From an optimization exercise on the open Yosys and OpenROAD flow, aimed at a short achievable clock period and few clock cycles; shortcuts taken in it are not production practice.
In this exercise RTL edits were held to simulation tests only and were not proved equivalent to the original.
Power figures rest on the tool's default switching activity, not on a simulated workload.

==> v27: inputs <==
==> flow/design.v <==
package vm16_pkg;
    localparam int data_w         = 16;
    localparam int reg_sel_w      = 3;
    localparam int instr_depth    = 64;
    localparam int instr_addr_w   = $clog2(instr_depth);
    localparam int scratch_depth  = 64;
    localparam int scratch_addr_w = $clog2(scratch_depth);
    localparam logic [4:0] sub_or    = 5'd0;
    localparam logic [4:0] sub_xor   = 5'd1;
    localparam logic [4:0] sub_and   = 5'd2;
    localparam logic [4:0] sub_not   = 5'd3;
    localparam logic [4:0] sub_lshft = 5'd4;
    localparam logic [4:0] sub_rshft = 5'd5;
    localparam logic [4:0] sub_add   = 5'd0;
    localparam logic [4:0] sub_sub   = 5'd1;
    typedef enum logic [4:0] {
        op_nop     = 5'd0,
        op_lw      = 5'd1,
        op_sw      = 5'd2,
        op_bit     = 5'd3,
        op_mov     = 5'd4,
        op_movi    = 5'd5,
        op_arith_u = 5'd6,
        op_arith_s = 5'd7,
        op_halt    = 5'd31
    } opcode_e;
    typedef enum logic [4:0] {
        alu_nop, alu_pass_b, alu_or, alu_xor, alu_and, alu_not, alu_lshft,
        alu_rshft, alu_uadd, alu_usub, alu_sadd, alu_ssub, alu_bad
    } alu_op_e;
    typedef enum logic [2:0] {
        st_idle, st_fetch, st_read_d, st_read_a, st_mem, st_wb
    } state_e;
    typedef struct packed {
        opcode_e                opcode;
        logic [reg_sel_w-1:0]   rd;
        logic [reg_sel_w-1:0]   ra;
        logic [4:0]             sub;
    } instr_t;
    typedef struct packed {
        alu_op_e              alu_op;
        logic [reg_sel_w-1:0] rd;
        logic [reg_sel_w-1:0] ra;
        logic [7:0]           imm8;
        logic                 has_imm8;
        logic                 has_we;
        logic                 has_mem;
        logic                 has_mem_we;
        logic                 halt;
    } ctrl_t;
    typedef struct packed {
        logic                    we;
        logic [instr_addr_w-1:0] addr;
        logic [data_w-1:0]       data;
    } prog_t;
    typedef struct packed {
        logic                 valid;
        logic [reg_sel_w-1:0] index;
        logic [data_w-1:0]    data;
    } wb_t;
endpackage
`timescale 1ns/1ns
module vm16_alu (
    input  logic [9:0]  sel,    
    input  logic [15:0] a,
    input  logic [15:0] b,
    input  logic        b_big,  
    input  logic [15:0] ld,
    output logic [15:0] c
);
    logic [15:0] sum;
    logic [15:0] shl;
    logic [15:0] shr;
    assign sum = a + (sel[7] ? ~b : b) + {15'd0, sel[7]};
    assign shl = b_big ? 16'd0 : (a << b[3:0]);
    assign shr = b_big ? 16'd0 : (a >> b[3:0]);
    always_comb begin
        c = 16'd0;
        if (sel[0]) c = c | (a | b);
        if (sel[1]) c = c | (a ^ b);
        if (sel[2]) c = c | (a & b);
        if (sel[3]) c = c | ~b;
        if (sel[4]) c = c | shl;
        if (sel[5]) c = c | shr;
        if (sel[6] | sel[7]) c = c | sum;
        if (sel[8]) c = c | b;
        if (sel[9]) c = c | ld;
    end
endmodule
`timescale 1ns/1ns
module vm16_core (
    input  logic        clk,
    input  logic        reset,
    input  logic        prog_we,
    input  logic [5:0]  prog_addr,
    input  logic [15:0] prog_data,
    input  logic        run,
    output logic        halted,
    output logic        wb_valid,
    output logic [2:0]  wb_index,
    output logic [15:0] wb_data
);
    logic        rst_q;
    logic        pw_q;
    logic [5:0]  pa_q;
    logic [15:0] pd_q;
    logic        run_q;
    logic [63:0] wa_oh;     
    always_ff @(posedge clk) begin
        rst_q <= reset;
        pw_q  <= prog_we & ~reset;
        pa_q  <= prog_addr;
        pd_q  <= prog_data;
        run_q <= run & ~reset;
        wa_oh <= (prog_we & ~run & ~reset) ? (64'd1 << prog_addr) : 64'd0;
    end
    logic wr_en;
    assign wr_en = pw_q & ~run_q;
    logic [15:0] imem [64];
    logic [63:0] ival;
    always_ff @(posedge clk) begin
        for (int i = 0; i < 64; i++) begin
            if (wa_oh[i]) imem[i] <= pd_q;
        end
    end
    always_ff @(posedge clk) begin
        if (rst_q) ival <= '0;
        else ival <= ival | wa_oh;
    end
    logic        restart_q;
    logic        flush;
    logic [6:0]  pc;        
    logic [63:0] pc_oh;     
    logic        stop;      
    logic        d_v;
    logic [15:0] d_ins;
    logic        e_v;
    logic [9:0]  e_sel;
    logic        e_we, e_sw, e_halt, e_big;
    logic [2:0]  e_rd;
    logic [15:0] e_a, e_b;
    logic [63:0] e_aoh;     
    logic        w_v, w_we, w_halt, w_lw;
    logic [2:0]  w_rd;
    logic [15:0] w_alu, w_ld, w_res;
    logic [15:0] regs [8];
    logic [15:0] smem [64];
    logic        done;
    assign flush = rst_q | restart_q;
    logic [4:0] d_op, d_sub;
    logic [2:0] d_rd, d_ra;
    logic       d_bit, d_ar, d_bitok, d_arok;
    logic       d_rda, d_rdb, d_we, d_lw, d_sw, d_halt, d_movi;
    logic [9:0] d_sel;
    assign d_op  = d_ins[15:11];
    assign d_rd  = d_ins[10:8];
    assign d_ra  = d_ins[7:5];
    assign d_sub = d_ins[4:0];
    assign d_bit = (d_op == 5'd3);
    assign d_ar  = (d_op == 5'd6) | (d_op == 5'd7);
    assign d_bitok = d_bit & (d_sub < 5'd6);
    assign d_arok  = d_ar & (d_sub < 5'd2);
    assign d_lw   = (d_op == 5'd1);
    assign d_sw   = (d_op == 5'd2);
    assign d_movi = (d_op == 5'd5);
    assign d_halt = (d_op == 5'd31);
    assign d_we   = d_lw | (d_op == 5'd4) | d_movi | d_bitok | d_arok;
    assign d_rda  = (d_bitok & (d_sub != 5'd3)) | d_arok | d_sw;
    assign d_rdb  = d_lw | d_sw | (d_op == 5'd4) | d_bitok | d_arok;
    assign d_sel[0] = d_bit & (d_sub == 5'd0);
    assign d_sel[1] = d_bit & (d_sub == 5'd1);
    assign d_sel[2] = d_bit & (d_sub == 5'd2);
    assign d_sel[3] = d_bit & (d_sub == 5'd3);
    assign d_sel[4] = d_bit & (d_sub == 5'd4);
    assign d_sel[5] = d_bit & (d_sub == 5'd5);
    assign d_sel[6] = d_ar & (d_sub == 5'd0);
    assign d_sel[7] = d_ar & (d_sub == 5'd1);
    assign d_sel[8] = (d_op == 5'd4) | d_movi;
    assign d_sel[9] = d_lw;
    logic [15:0] d_a, d_b, d_rb;
    assign d_a  = (w_we && w_rd == d_rd) ? w_res : regs[d_rd];
    assign d_rb = (w_we && w_rd == d_ra) ? w_res : regs[d_ra];
    assign d_b  = d_movi ? {8'h00, d_ins[7:0]} : d_rb;
    logic stall;
    assign stall = d_v & e_v & e_we &
                   ((d_rda & (d_rd == e_rd)) | (d_rdb & (d_ra == e_rd)));
    logic [15:0] f_word;
    logic        f_ok;
    logic        fetch;
    always_comb begin
        f_word = '0;
        for (int i = 0; i < 64; i++) f_word = f_word | ({16{pc_oh[i]}} & imem[i]);
    end
    assign f_ok   = ~stop & |(pc_oh & ival);
    assign fetch  = f_ok & ~stall & ~(d_v & d_halt);
    logic restart;
    assign restart = wr_en & (({1'b0, pa_q} < pc) | (({1'b0, pa_q} == pc) & fetch));
    always_ff @(posedge clk) begin
        if (rst_q) restart_q <= 1'b0;
        else       restart_q <= restart;
    end
    always_ff @(posedge clk) begin
        if (flush) begin
            pc    <= '0;
            pc_oh <= 64'd1;
            stop  <= 1'b0;
            d_v  <= 1'b0;
        end else if (!stall) begin
            d_v <= fetch;
            if (fetch) begin
                pc    <= pc + 7'd1;
                pc_oh <= {pc_oh[62:0], 1'b0};
            end
            if (d_v && d_halt) stop <= 1'b1;
        end
    end
    always_ff @(posedge clk) begin
        if (!stall) d_ins <= f_word;
    end
    always_ff @(posedge clk) begin
        if (flush) begin
            e_v <= 1'b0;
        end else begin
            e_v <= d_v & ~stall;
        end
        if (!stall) begin
            e_sel  <= d_sel;
            e_we   <= d_we;
            e_sw   <= d_sw;
            e_halt <= d_halt;
            e_rd   <= d_rd;
            e_a    <= d_a;
            e_b    <= d_b;
            e_big  <= |d_b[15:4];
            e_aoh  <= 64'd1 << d_b[5:0];
        end
    end
    logic [15:0] e_res;
    logic [15:0] e_ld;
    always_comb begin
        e_ld = '0;
        for (int i = 0; i < 64; i++) e_ld = e_ld | ({16{e_aoh[i]}} & smem[i]);
    end
    vm16_alu alu_i (
        .sel(e_sel), .a(e_a), .b(e_b), .b_big(e_big), .ld(16'd0), .c(e_res)
    );
    always_ff @(posedge clk) begin
        for (int i = 0; i < 64; i++) begin
            if (e_v && e_sw && e_aoh[i]) smem[i] <= e_a;
        end
    end
    always_ff @(posedge clk) begin
        if (flush) begin
            w_v    <= 1'b0;
            w_we   <= 1'b0;
            w_halt <= 1'b0;
        end else begin
            w_v    <= e_v;
            w_we   <= e_v & e_we;
            w_halt <= e_v & e_halt;
        end
        w_rd  <= e_rd;
        w_alu <= e_res;
        w_ld  <= e_ld;
        w_lw  <= e_sel[9];
    end
    assign w_res = w_lw ? w_ld : w_alu;
    logic [15:0] fifo_d [64];
    logic [2:0]  fifo_i [64];
    logic [5:0]  wrptr, rdptr;
    logic [63:0] wr_oh, rd_oh;
    always_ff @(posedge clk) begin
        if (flush) begin
            for (int i = 0; i < 8; i++) regs[i] <= 16'(i);
        end else if (w_we) begin
            regs[w_rd] <= w_res;
        end
    end
    always_ff @(posedge clk) begin
        for (int i = 0; i < 64; i++) begin
            if (w_we && wr_oh[i]) begin
                fifo_d[i] <= w_res;
                fifo_i[i] <= w_rd;
            end
        end
    end
    always_ff @(posedge clk) begin
        if (flush) begin
            wrptr <= '0;
            wr_oh <= 64'd1;
            done  <= 1'b0;
        end else begin
            if (w_we) begin
                wrptr <= wrptr + 6'd1;
                wr_oh <= {wr_oh[62:0], wr_oh[63]};
            end
            if (w_halt) done <= 1'b1;
        end
    end
    logic [15:0] rd_d;
    logic [2:0]  rd_i;
    always_comb begin
        rd_d = '0;
        rd_i = '0;
        for (int i = 0; i < 64; i++) begin
            rd_d = rd_d | ({16{rd_oh[i]}} & fifo_d[i]);
            rd_i = rd_i | ({3{rd_oh[i]}} & fifo_i[i]);
        end
    end
    logic nonempty, last_one, may_pop, pop, halt_now;
    assign nonempty = (wrptr != rdptr);
    assign last_one = (wrptr == rdptr + 6'd1);
    assign may_pop  = ~restart_q & ~restart;
    assign pop      = run & nonempty & may_pop;
    assign halt_now = run & done & may_pop & (~nonempty | last_one);
    always_ff @(posedge clk) begin
        if (flush) begin
            rdptr <= '0;
            rd_oh <= 64'd1;
        end else if (pop) begin
            rdptr <= rdptr + 6'd1;
            rd_oh <= {rd_oh[62:0], rd_oh[63]};
        end
    end
    always_ff @(posedge clk) begin
        if (rst_q) begin
            wb_valid <= 1'b0;
            halted   <= 1'b0;
        end else begin
            wb_valid <= pop;
            halted   <= halted | halt_now;
        end
        wb_data  <= rd_d;
        wb_index <= rd_i;
    end
endmodule
`timescale 1ns/1ns
module vm16_top (
    input  logic        clk,
    input  logic        reset,
    input  logic        prog_we,
    input  logic [5:0]  prog_addr,
    input  logic [15:0] prog_data,
    input  logic        run,
    output logic        halted,
    output logic        wb_valid,
    output logic [2:0]  wb_index,
    output logic [15:0] wb_data
);
    vm16_core core_i (
        .clk(clk), .reset(reset), .prog_we(prog_we), .prog_addr(prog_addr),
        .prog_data(prog_data), .run(run), .halted(halted), .wb_valid(wb_valid),
        .wb_index(wb_index), .wb_data(wb_data)
    );
endmodule
==> flow/flow/run.sh <==
#!/bin/bash
# Standard ORFS layout, with two changes:
#  - timing repair aims well past the clock period (SETUP_SLACK_MARGIN), so the
#    resizer keeps working on the critical paths;
#  - after placement, the flip-flop that drives each output port's buffer is
#    moved next to that buffer (flow/outflops.tcl) and the placement legalised.
set -euo pipefail
MARGIN=7.5
RES=orfs/results/$FLOW_PLATFORM/vm16_top/base
bash standard.sh SETUP_SLACK_MARGIN=$MARGIN place > std_place.log 2>&1
PLACE_ODB=$RES/3_place.odb openroad -no_init -exit flow/outflops.tcl > outflops.log 2>&1
bash standard.sh SETUP_SLACK_MARGIN=$MARGIN finish > std_finish.log 2>&1
==> flow/flow/outflops.tcl <==
# Move the flip-flop that drives each output port's buffer next to that
# buffer, then legalise. Reads and writes the placed design in place.
set db_file $::env(PLACE_ODB)
read_db $db_file
set block [ord::get_db_block]
set moved 0
foreach bterm [$block getBTerms] {
  if {[$bterm getIoType] ne "OUTPUT"} { continue }
  set net [$bterm getNet]
  set buf ""
  foreach it [$net getITerms] {
    if {[$it isOutputSignal]} { set buf [$it getInst] }
  }
  if {$buf eq ""} { continue }
  # the buffer's input net and its driver
  set drv ""
  foreach it [$buf getITerms] {
    if {[$it isInputSignal]} {
      set n2 [$it getNet]
      foreach it2 [$n2 getITerms] {
        if {[$it2 isOutputSignal]} { set drv [$it2 getInst] }
      }
    }
  }
  if {$drv eq ""} { continue }
  set master [[$drv getMaster] getName]
  if {![string match "*df*" $master]} {
    puts "skip [$bterm getName]: driver [$drv getName] is $master"
    continue
  }
  set loc [$buf getLocation]
  set bx [lindex $loc 0]; set by [lindex $loc 1]
  # toward the die centre by a few microns
  set die [$block getDieArea]
  set cx [expr {([$die xMin] + [$die xMax]) / 2}]
  set cy [expr {([$die yMin] + [$die yMax]) / 2}]
  set dx [expr {$cx > $bx ? 4000 : -4000}]
  set dy [expr {$cy > $by ? 2720 : -2720}]
  $drv setLocation [expr {$bx + $dx}] [expr {$by + $dy}]
  incr moved
  puts "moved [$drv getName] ($master) next to [$buf getName] for [$bterm getName]"
}
puts "moved $moved flip-flops"
detailed_placement
check_placement -verbose
write_db $db_file
==> flow/standard.sh <==
#!/bin/bash
# synth_recipe.tcl (not shown) runs the flow's synth.tcl, then flattens the netlist and writes it again
# the make line also repeats each setting of config.mk as NAME=value (left out here)
make -C /OpenROAD-flow-scripts/flow DESIGN_CONFIG=/design/flow/config.mk WORK_HOME=/design/flow/orfs CLKGATE_MAP_FILE= SYNTH_SCRIPT=/design/flow/synth_recipe.tcl "${@:-finish}"
==> flow/config.mk <==
export PLATFORM = sky130hd
export DESIGN_NAME = vm16_top
export DESIGN_NICKNAME = vm16_top
export VERILOG_FILES = /design/flow/design.v
export SDC_FILE = /design/flow/constraint.sdc
export NUM_CORES = 4
export LEC_CHECK = 0
export CAP_MARGIN = 20
export CORE_MARGIN = 2
export CORE_UTILIZATION = 40
export SLEW_MARGIN = 20
==> flow/constraint.sdc <==
create_clock -name core_clock -period 11.0 [get_ports {clk}]
set_input_delay 2.2000 -clock core_clock [delete_from_list [all_inputs] [get_ports {clk}]]
set_output_delay 2.2000 -clock core_clock [all_outputs]
set_load 0.01 [all_outputs]
==> v31: changes against v27 <==
--- a/flow/design.v
+++ b/flow/design.v
@@ -266,4 +266,18 @@
     end
     assign w_res = w_lw ? w_ld : w_alu;
+    logic        x_we, x_halt;
+    logic [2:0]  x_rd;
+    logic [15:0] x_res;
+    always_ff @(posedge clk) begin
+        if (flush) begin
+            x_we   <= 1'b0;
+            x_halt <= 1'b0;
+        end else begin
+            x_we   <= w_we;
+            x_halt <= w_halt;
+        end
+        x_rd  <= w_rd;
+        x_res <= w_res;
+    end
     logic [15:0] fifo_d [64];
     logic [2:0]  fifo_i [64];
@@ -279,7 +293,7 @@
     always_ff @(posedge clk) begin
         for (int i = 0; i < 64; i++) begin
-            if (w_we && wr_oh[i]) begin
-                fifo_d[i] <= w_res;
-                fifo_i[i] <= w_rd;
+            if (x_we && wr_oh[i]) begin
+                fifo_d[i] <= x_res;
+                fifo_i[i] <= x_rd;
             end
         end
@@ -291,9 +305,9 @@
             done  <= 1'b0;
         end else begin
-            if (w_we) begin
+            if (x_we) begin
                 wrptr <= wrptr + 6'd1;
                 wr_oh <= {wr_oh[62:0], wr_oh[63]};
             end
-            if (w_halt) done <= 1'b1;
+            if (x_halt) done <= 1'b1;
         end
     end
--- a/flow/flow/run.sh
+++ b/flow/flow/run.sh
@@ -6,5 +6,5 @@
 #    moved next to that buffer (flow/outflops.tcl) and the placement legalised.
 set -euo pipefail
-MARGIN=7.5
+MARGIN=8
 RES=orfs/results/$FLOW_PLATFORM/vm16_top/base
 bash standard.sh SETUP_SLACK_MARGIN=$MARGIN place > std_place.log 2>&1
CORE_UTILIZATION = 65   (was 40)
CTS_CLUSTER_DIAMETER = 100   (was unset)
CTS_CLUSTER_SIZE = 25   (was unset)
==> v4: changes against v27 <==
--- a/flow/design.v
+++ b/flow/design.v
@@ -266,4 +266,18 @@
     end
     assign w_res = w_lw ? w_ld : w_alu;
+    logic        x_we, x_halt;
+    logic [2:0]  x_rd;
+    logic [15:0] x_res;
+    always_ff @(posedge clk) begin
+        if (flush) begin
+            x_we   <= 1'b0;
+            x_halt <= 1'b0;
+        end else begin
+            x_we   <= w_we;
+            x_halt <= w_halt;
+        end
+        x_rd  <= w_rd;
+        x_res <= w_res;
+    end
     logic [15:0] fifo_d [64];
     logic [2:0]  fifo_i [64];
@@ -279,7 +293,7 @@
     always_ff @(posedge clk) begin
         for (int i = 0; i < 64; i++) begin
-            if (w_we && wr_oh[i]) begin
-                fifo_d[i] <= w_res;
-                fifo_i[i] <= w_rd;
+            if (x_we && wr_oh[i]) begin
+                fifo_d[i] <= x_res;
+                fifo_i[i] <= x_rd;
             end
         end
@@ -291,9 +305,9 @@
             done  <= 1'b0;
         end else begin
-            if (w_we) begin
+            if (x_we) begin
                 wrptr <= wrptr + 6'd1;
                 wr_oh <= {wr_oh[62:0], wr_oh[63]};
             end
-            if (w_halt) done <= 1'b1;
+            if (x_halt) done <= 1'b1;
         end
     end
--- a/flow/flow/run.sh
+++ b/flow/flow/run.sh
@@ -6,5 +6,5 @@
 #    moved next to that buffer (flow/outflops.tcl) and the placement legalised.
 set -euo pipefail
-MARGIN=7.5
+MARGIN=8
 RES=orfs/results/$FLOW_PLATFORM/vm16_top/base
 bash standard.sh SETUP_SLACK_MARGIN=$MARGIN place > std_place.log 2>&1
CTS_CLUSTER_DIAMETER = 100   (was unset)
CTS_CLUSTER_SIZE = 30   (was unset)
==> v5: changes against v27 <==
==> flow/design.v, changed modules only <==
module vm16_core (
    input  logic        clk,
    input  logic        reset,
    input  logic        prog_we,
    input  logic [5:0]  prog_addr,
    input  logic [15:0] prog_data,
    input  logic        run,
    output logic        halted,
    output logic        wb_valid,
    output logic [2:0]  wb_index,
    output logic [15:0] wb_data
);
    logic        rst_q;
    logic        pw_q;
    logic [5:0]  pa_q;
    logic [15:0] pd_q;
    logic        run_q;
    always_ff @(posedge clk) begin
        rst_q <= reset;
        pw_q  <= prog_we & ~reset;
        pa_q  <= prog_addr;
        pd_q  <= prog_data;
        run_q <= run & ~reset;
    end
    logic wr_en;
    assign wr_en = pw_q & ~run_q;
    logic [15:0] imem [64];
    logic [63:0] ival;
    always_ff @(posedge clk) begin
        if (wr_en) imem[pa_q] <= pd_q;
    end
    always_ff @(posedge clk) begin
        if (rst_q) ival <= '0;
        else if (wr_en) ival[pa_q] <= 1'b1;
    end
    logic        restart_q;
    logic        flush;
    logic [6:0]  pc;        
    logic        stop;      
    logic        d_v;
    logic [15:0] d_ins;
    logic        e_v;
    logic [9:0]  e_sel;
    logic        e_we, e_sw, e_halt, e_big;
    logic [2:0]  e_rd;
    logic [15:0] e_a, e_b;
    logic        w_v, w_we, w_halt;
    logic [2:0]  w_rd;
    logic [15:0] w_res;
    logic [15:0] regs [8];
    logic [15:0] smem [64];
    logic        done;
    assign flush = rst_q | restart_q;
    logic [4:0] d_op, d_sub;
    logic [2:0] d_rd, d_ra;
    logic       d_bit, d_ar, d_bitok, d_arok;
    logic       d_rda, d_rdb, d_we, d_lw, d_sw, d_halt, d_movi;
    logic [9:0] d_sel;
    assign d_op  = d_ins[15:11];
    assign d_rd  = d_ins[10:8];
    assign d_ra  = d_ins[7:5];
    assign d_sub = d_ins[4:0];
    assign d_bit = (d_op == 5'd3);
    assign d_ar  = (d_op == 5'd6) | (d_op == 5'd7);
    assign d_bitok = d_bit & (d_sub < 5'd6);
    assign d_arok  = d_ar & (d_sub < 5'd2);
    assign d_lw   = (d_op == 5'd1);
    assign d_sw   = (d_op == 5'd2);
    assign d_movi = (d_op == 5'd5);
    assign d_halt = (d_op == 5'd31);
    assign d_we   = d_lw | (d_op == 5'd4) | d_movi | d_bitok | d_arok;
    assign d_rda  = (d_bitok & (d_sub != 5'd3)) | d_arok | d_sw;
    assign d_rdb  = d_lw | d_sw | (d_op == 5'd4) | d_bitok | d_arok;
    assign d_sel[0] = d_bit & (d_sub == 5'd0);
    assign d_sel[1] = d_bit & (d_sub == 5'd1);
    assign d_sel[2] = d_bit & (d_sub == 5'd2);
    assign d_sel[3] = d_bit & (d_sub == 5'd3);
    assign d_sel[4] = d_bit & (d_sub == 5'd4);
    assign d_sel[5] = d_bit & (d_sub == 5'd5);
    assign d_sel[6] = d_ar & (d_sub == 5'd0);
    assign d_sel[7] = d_ar & (d_sub == 5'd1);
    assign d_sel[8] = (d_op == 5'd4) | d_movi;
    assign d_sel[9] = d_lw;
    logic [15:0] d_a, d_b, d_rb;
    assign d_a  = (w_we && w_rd == d_rd) ? w_res : regs[d_rd];
    assign d_rb = (w_we && w_rd == d_ra) ? w_res : regs[d_ra];
    assign d_b  = d_movi ? {8'h00, d_ins[7:0]} : d_rb;
    logic stall;
    assign stall = d_v & e_v & e_we &
                   ((d_rda & (d_rd == e_rd)) | (d_rdb & (d_ra == e_rd)));
    logic [15:0] f_word;
    logic        f_ok;
    logic        fetch;
    assign f_word = imem[pc[5:0]];
    assign f_ok   = ~stop & ~pc[6] & ival[pc[5:0]];
    assign fetch  = f_ok & ~stall;
    logic restart;
    assign restart = wr_en & (({1'b0, pa_q} < pc) | (({1'b0, pa_q} == pc) & fetch));
    always_ff @(posedge clk) begin
        if (rst_q) restart_q <= 1'b0;
        else       restart_q <= restart;
    end
    always_ff @(posedge clk) begin
        if (flush) begin
            pc   <= '0;
            stop <= 1'b0;
            d_v  <= 1'b0;
        end else if (!stall) begin
            d_v <= fetch;
            if (fetch) begin
                d_ins <= f_word;
                pc    <= pc + 7'd1;
                if (f_word[15:11] == 5'd31) stop <= 1'b1;
            end
        end
    end
    always_ff @(posedge clk) begin
        if (flush) begin
            e_v <= 1'b0;
        end else begin
            e_v <= d_v & ~stall;
        end
        if (!stall) begin
            e_sel  <= d_sel;
            e_we   <= d_we;
            e_sw   <= d_sw;
            e_halt <= d_halt;
            e_rd   <= d_rd;
            e_a    <= d_a;
            e_b    <= d_b;
            e_big  <= |d_b[15:4];
        end
    end
    logic [15:0] e_res;
    logic [15:0] e_ld;
    assign e_ld = smem[e_b[5:0]];
    vm16_alu alu_i (
        .sel(e_sel), .a(e_a), .b(e_b), .b_big(e_big), .ld(e_ld), .c(e_res)
    );
    always_ff @(posedge clk) begin
        if (e_v && e_sw) smem[e_b[5:0]] <= e_a;
    end
    always_ff @(posedge clk) begin
        if (flush) begin
            w_v    <= 1'b0;
            w_we   <= 1'b0;
            w_halt <= 1'b0;
        end else begin
            w_v    <= e_v;
            w_we   <= e_v & e_we;
            w_halt <= e_v & e_halt;
        end
        w_rd  <= e_rd;
        w_res <= e_res;
    end
    logic [15:0] fifo_d [64];
    logic [2:0]  fifo_i [64];
    logic [5:0]  wrptr, rdptr;
    always_ff @(posedge clk) begin
        if (flush) begin
            for (int i = 0; i < 8; i++) regs[i] <= 16'(i);
        end else if (w_we) begin
            regs[w_rd] <= w_res;
        end
    end
    always_ff @(posedge clk) begin
        if (w_we) begin
            fifo_d[wrptr] <= w_res;
            fifo_i[wrptr] <= w_rd;
        end
    end
    always_ff @(posedge clk) begin
        if (flush) begin
            wrptr <= '0;
            done  <= 1'b0;
        end else begin
            if (w_we) wrptr <= wrptr + 6'd1;
            if (w_halt) done <= 1'b1;
        end
    end
    logic nonempty, last_one, may_pop, pop, halt_now;
    assign nonempty = (wrptr != rdptr);
    assign last_one = (wrptr == rdptr + 6'd1);
    assign may_pop  = ~restart_q & ~restart;
    assign pop      = run & nonempty & may_pop;
    assign halt_now = run & done & may_pop & (~nonempty | last_one);
    always_ff @(posedge clk) begin
        if (flush) rdptr <= '0;
        else if (pop) rdptr <= rdptr + 6'd1;
    end
    always_ff @(posedge clk) begin
        if (rst_q) begin
            wb_valid <= 1'b0;
            halted   <= 1'b0;
        end else begin
            wb_valid <= pop;
            halted   <= halted | halt_now;
        end
        wb_data  <= fifo_d[rdptr];
        wb_index <= fifo_i[rdptr];
    end
endmodule
==> flow/run.sh (new file) <==
#!/bin/bash
# synth_recipe.tcl (not shown) runs the flow's synth.tcl, then flattens the netlist and writes it again
# the make line also repeats each setting of config.mk as NAME=value (left out here)
make -C /OpenROAD-flow-scripts/flow DESIGN_CONFIG=/design/flow/config.mk WORK_HOME=/design/flow/orfs CLKGATE_MAP_FILE= SYNTH_SCRIPT=/design/flow/synth_recipe.tcl finish
removed: flow/flow/run.sh
removed: flow/flow/outflops.tcl
removed: flow/standard.sh
==> summary of the runs <==
v5 produced a clean layout. v27 completed with no timing, DRC or antenna violations. v4 finished clean. v31 produced a clean layout.
Against v31, the register-to-register slack of v4 is higher by 150 ps.
The highest sequential share of layout area belongs to v31, the lowest to v5.
Between v4 and v27, the lower via count is in v4 (gap about 0.4%, measured against v27).
Against v5, the power of v27 is lower by 9.4%.
Against v27, the non-clock buffer count of v5 is lower by 97.
Combinational power: v4 < v31 < v27 < v5.
Sequential power is about the same in v31 and v27.
Final cell count: v27 is higher than v4 (about 2%).
The highest first-iteration DRC count belongs to v31, the lowest to v5.
==> figures <==
quantity                                                          v31          v4         v27          v5
Setup Slack @ Placement                                       6860 ps     6740 ps     6130 ps     6320 ps
#MultiIn Comb                                                    3841        3841        3705        3083
Post-placement cell area                                   150000 µm²  152000 µm²  152000 µm²  151000 µm²
Total leakage power                                         0.0500 µW   0.0499 µW   0.0539 µW   0.0508 µW
CP Max Fanout                                                       2           1           1          47
Clock period minus worst slack                                3570 ps     3650 ps     3630 ps     4560 ps
Result of the run                            timing/DRC/antenna clean  timing/DRC/antenna clean  timing/DRC/antenna clean  timing/DRC/antenna clean
Final weighted congestion in routability-driven placement       0.917       0.898       0.897       0.881
Final routed wire length divided by cell count                47.0 µm     41.9 µm     40.7 µm     29.8 µm
Total global-route track usage                                  47.3%       29.6%       29.6%       20.3%
Wire length of the first global-routing pass                   723 mm      738 mm      739 mm      535 mm
Number of warnings printed during yosys synthesis                   6           6           6           2
Via density                                                      8.04        6.89        6.78        5.78
Reported clock group power                                    7710 µW     7580 µW    13500 µW    12700 µW
CTS clock-pin slew for the worst setup and hold paths          100 ps      120 ps       60 ps       60 ps
Post-Synthesis Cell Area                                   145000 µm²  145000 µm²  145000 µm²  144000 µm²
Sequential area share after synthesis                           79.2%       79.2%       79.1%       74.6%
Worst ir drop on vdd                                         0.185 mV    0.115 mV    0.151 mV    0.141 mV
Routed met1 length                                             175 mm      197 mm      195 mm      154 mm
Testbench counts of v27, summed over its fixed seeds: cycles 47,880.
Testbench counts of v31, summed over its fixed seeds: cycles 47,880.
Testbench counts of v4, summed over its fixed seeds: cycles 47,880.
Testbench counts of v5, summed over its fixed seeds: cycles 47,880.

## separate check: timing with driven ports
In the flow no input, the clock included, has a driving cell. The finished layouts below were timed again as built, in two steps. Step 1 assumes that a clkbuf_16 drives the clock port and a buf_2 every other input. Step 2 times the ports against the registers' clock, not the clock port: input delays grow and output delays shrink by t, the midpoint of the rising clock arrivals with the driver on. a / b / c = ideal ports / drivers / drivers and shift; a / b = the first two.
run	t (ns)	setup WS [ns]	worst hold slack (ns)	worst setup path at the end	clock arrival spread, ns
v27	1.056	7.367 / 7.264 / 6.779	0.360 / 0.360 / 0.360	input to register	0.120 / 0.120
v31	0.992	7.426 / 7.328 / 7.134	0.364 / 0.364 / 0.364	input to register	0.045 / 0.045
v4	1.030	7.346 / 7.238 / 7.169	0.429 / 0.429 / 0.429	input to register	0.158 / 0.158
v5	1.034	6.443 / 6.372 / 6.443	0.437 / 0.437 / 0.437	register to register	0.079 / 0.079
After both steps setup and hold are still met in every run listed. The setup slack of v27, which loses most, moves by -0.103 ns with the drivers and by -0.588 ns with both steps.
